Background: an optimization exercise with open tools, aiming at small area, a short achievable clock period and few clock cycles per item. Do not read the settings as production practice. Where RTL was checked, it was by simulation tests only, not by an equivalence proof against the original. No activity file was given, so power comes from the tool's default toggle rates.

Setup of run a:
## rational_arith_unit
module rational_arith_unit #(
   parameter int WORD_BITS = 32
) (
   input  logic                        clock,
   input  logic                        reset,
   input  logic                        req_push,
   output logic                        req_full,
   input  logic        [2:0]           req_command,
   input  logic signed [WORD_BITS-1:0] req_a_num,
   input  logic signed [WORD_BITS-1:0] req_a_den,
   input  logic signed [WORD_BITS-1:0] req_b_num,
   input  logic        [WORD_BITS-2:0] req_b_den,
   output logic                        rsp_empty,
   input  logic                        rsp_pop,
   output logic signed [WORD_BITS-1:0] rsp_res_num,
   output logic        [WORD_BITS-2:0] rsp_res_den,
   output logic                        rsp_compare_true,
   output logic        [1:0]           rsp_status
);
Size: roughly 8,700 cells after synthesis, about 620 flip-flops, ~68,000 sq um of cells after synthesis.
Settings: LEC_CHECK=0, ABC_CLOCK_PERIOD_IN_PS=5000, CAP_MARGIN=20, CORE_MARGIN=2, CORE_UTILIZATION=40, SETUP_SLACK_MARGIN=2.0, SLEW_MARGIN=20; clock period 8.0 ns.
run.sh (not shown) runs the stock make flow with config.mk's settings and CLKGATE_MAP_FILE= SYNTH_SCRIPT=/design/flow/synth_recipe.tcl, a recipe that flattens the netlist after the stock synthesis.
## Diff of input files: run b against run a
- changing SETUP_SLACK_MARGIN from 2.0 to 3.0
- changing ABC_CLOCK_PERIOD_IN_PS from 5000 to 4500
### Flow results
Wire length of the first global-routing pass in run b is about 6% higher than in run a. Side by side, count of non-CTS buffers in the layout turned out higher in run b than in run a. Between run a and run b, first-iteration DRC count is higher for run b, run a comes in under that. Summary — post-route cell area, run b relative to run a: higher, by 9.1%. [compare] base=run a new=run b: final cycle utilization of the critical path shrank by 0.40 points; number of buffers added to fix hold violations after cts held steady; met2 routing resource usage after global routing grew by 4.8 points. Final-layout fill cell count ended up 530 lower on run b than on run a. Compared to run a, run b shows a wider setup margin.
Function was not checked in any run of this note: the RTL went through the layout flow alone.

========
Another version of the RTL of rational_arith_unit (not shown whole).
Size in the first run: about 7600 cells after synthesis, ~640 flip-flops.
Settings: LEC_CHECK=0, CAP_MARGIN=20, CORE_MARGIN=2, CORE_UTILIZATION=50, SETUP_SLACK_MARGIN=3.0, SLEW_MARGIN=20; clock period 8.0 ns.
The baseline completed with no timing, DRC or antenna violations.
Edit:
Settings changed: SETUP_SLACK_MARGIN 3.0 to 3.6.
What happened:
- design area climbs by 17%
- via count climbs by 10%
- routed wire length climbs by 16%
- die area is unchanged
Function was not checked in any run of this note: the RTL went through the layout flow alone.

========
## job 101
rational_arith_unit, a different RTL version from the one above (not shown whole).
For scale: ~7700 cells after synthesis, ~640 flip-flops, ~0.063 sq mm of cells after synthesis.
export LEC_CHECK = 0
export CAP_MARGIN = 20
export CORE_MARGIN = 2
export CORE_UTILIZATION = 50
export SETUP_SLACK_MARGIN = 3.3
export SLEW_MARGIN = 20
create_clock -name core_clock -period 8.0 [get_ports {clock}]
Testbench counts of job 101, summed over its fixed seeds: cycles 70,943, items 4,000.
## Diff of input files: job 102 against job 101
--- a/flow/config.mk
+++ b/flow/config.mk
@@ -9,4 +9,4 @@
 export CORE_MARGIN = 2
-export CORE_UTILIZATION = 50
-export SETUP_SLACK_MARGIN = 3.3
+export CORE_UTILIZATION = 40
+export SETUP_SLACK_MARGIN = 3.0
 export SLEW_MARGIN = 20
Comparing job 102 and job 101, the higher final-layout worst hold slack is on job 101.
Final wirelength: job 102 vs job 101, no meaningful difference
Core utilization in job 102 is 13 points lower than in job 101
Compared with job 101, the router placed fewer vias in job 102.
Job 102 — final area about 1.3% lower, job 101 as reference
Job 101 → job 102: worst-margin pin slew lost 0.068 ns; layout multi-input combinational cell count stayed essentially flat.
From job 101 to job 102, critical path depth did not move at all.
On die outline area: between job 102 and job 101, it ends up higher for job 102.
[inputs] job 103 vs job 102
--- a/flow/config.mk
+++ b/flow/config.mk
@@ -9,4 +9,4 @@
 export CORE_MARGIN = 2
-export CORE_UTILIZATION = 40
-export SETUP_SLACK_MARGIN = 3.0
+export CORE_UTILIZATION = 45
+export SETUP_SLACK_MARGIN = 3.3
 export SLEW_MARGIN = 20
Notes after the runs:
Job 103 against job 102: number of tap instances lower; CTS buffer count lower.
Power attributed to sequential cells: job 102 vs job 103, no meaningful difference
| number of multi-input combinational cells in the layout | job 103 vs job 102 | ≈ equal |
Looking at all-layer global routing usage, job 103 sits 4.7 points above job 102.
Where worst setup slack is concerned, job 102 is outperformed by job 103.

========
Another version of the RTL of rational_arith_unit (not shown whole).
Size in the first run: about 640 flip-flops.
Settings: LEC_CHECK=0, CAP_MARGIN=20, CORE_MARGIN=2, CORE_UTILIZATION=60, SETUP_SLACK_MARGIN=3.5, SLEW_MARGIN=20; clock period 8.0 ns.
Next try:
- CORE_UTILIZATION: 60 -> 40
- SETUP_SLACK_MARGIN: 3.5 -> 3.0
Hold slack is worse by 0.0068 ns.
Setup slack gets better by 0.18 ns.
Die area goes up by about 50%.
Clock skew is about the same.
Sequential share of layout area increases by 1.1 points.
Register-to-register slack gains 0.18 ns.
Function was not checked in any run of this note: the RTL went through the layout flow alone.

========
## alpha
rational_arith_unit, a different RTL version from the one above (not shown whole).
For scale: about 7700 cells after synthesis, ~200 I/O pins, about 65000 um2 of cells after synthesis.
Settings: LEC_CHECK=0, CAP_MARGIN=20, CORE_MARGIN=2, CORE_UTILIZATION=60, SETUP_SLACK_MARGIN=2.0, SLEW_MARGIN=20; clock period 8.0 ns.
Testbench counts of alpha, summed over its fixed seeds: cycles 68,008, items 4,000.
Inputs modified between alpha and beta:
Settings: putting ABC_CLOCK_PERIOD_IN_PS at 3500 where nothing was set; swapping 60 for 40 in CORE_UTILIZATION.
==> summary.txt <==
Diff alpha -> beta | maximum clock frequency | decrease of about 2.1%
Post-route minimum period in beta is 130 ps higher than in alpha
Sort beta and alpha by met2 usage desc -> top: alpha
In beta relative to alpha, layout filler cell count had gone up by more than half.
Delta (beta minus alpha): cell-internal power +about 3.8%; layout-stage area growth over the synthesis result +2.2 points; ratio of cells with drive above 1 in the final layout +0.34 points; final critical-path share of the clock period +1.6 points.
beta vs alpha: worst hold slack after final layout up
Inputs modified between beta and gamma:
Settings: clearing ABC_CLOCK_PERIOD_IN_PS, which used to be 3500; swapping 2.0 for 2.5 in SETUP_SLACK_MARGIN.
Notes after the runs:
- The run showing the greater portion of the clock cycle consumed by the worst path in the final layout is beta.
- Per the comparison of gamma with beta, wire length after detailed routing increased by 1900 um relative to the old numbers, power increased by 0.17 mW relative to the old numbers.
- Startpoint of the worst setup timing path = rb_ff[0]: gamma; startpoint of the worst setup timing path = inv_ff: beta
- Sort beta and gamma by met2 usage in global routing, ascending, and gamma comes first.
The following lists how delta was set up differently from gamma:
Settings: setting ABC_CLOCK_PERIOD_IN_PS to 5000 for the first time; changing SETUP_SLACK_MARGIN from 2.5 to 2.0.
Results
delta ended with every stage complete and zero timing, DRC or antenna violations. Run comparison: delta slowest library cell on the worst path sky130_fd_sc_hd__buf_4; gamma slowest library cell on the worst path sky130_fd_sc_hd__a222oi_1. delta against gamma: via count of the routed design dropped about 1.2%; placed standard-cell area did not really move; number of buffers other than clock buffers in the final layout moved down; clock skew saw a decrease.

static timing again, ports no longer ideal:
How much do the figures lean on ideal ports? The routed layouts below were timed once more, with nothing changed but the port constraints.
Step 1 sets driving cells, clkbuf_16 on the clock port and buf_2 on the other inputs (assumed; they add their load-dependent delay and slew).
Step 2, shift: input delay + t, output delay - t, t = (earliest + latest rising clock arrival at the registers) / 2. This alone moves slack from input paths to output paths.
Slacks: ideal / step 1 / step 2; pairs: ideal / step 1.
run	t (ns)	slack for setup (ns)	latest minus earliest clock arrival (ns)
run a	0.799	1.952 / 1.952 / 1.725	0.056 / 0.056
run b	0.804	1.985 / 1.985 / 1.985	0.051 / 0.051
the first run of note 2	0.801	2.778 / 2.778 / 2.338	0.036 / 0.036
the second run of note 2	0.792	2.928 / 2.928 / 2.237	0.062 / 0.061
job 101	0.787	3.198 / 3.198 / 2.552	0.030 / 0.030
job 102	0.806	2.897 / 2.897 / 2.367	0.043 / 0.043
job 103	0.796	3.171 / 3.171 / 2.494	0.059 / 0.060
the first run of note 4	0.762	2.415 / 2.361 / 2.415	0.047 / 0.047
the second run of note 4	0.801	2.600 / 2.600 / 2.320	0.043 / 0.043
alpha	0.751	2.173 / 2.173 / 2.173	0.048 / 0.048
beta	0.789	2.046 / 2.046 / 2.046	0.027 / 0.028
gamma	0.791	2.486 / 2.486 / 2.087	0.046 / 0.046
delta	0.789	2.046 / 2.046 / 2.046	0.027 / 0.028
After both steps setup and hold are still met in every run listed. For the second run of note 2, which loses most, drivers alone change the setup slack by 0.000 ns; drivers and shift together by -0.691 ns.
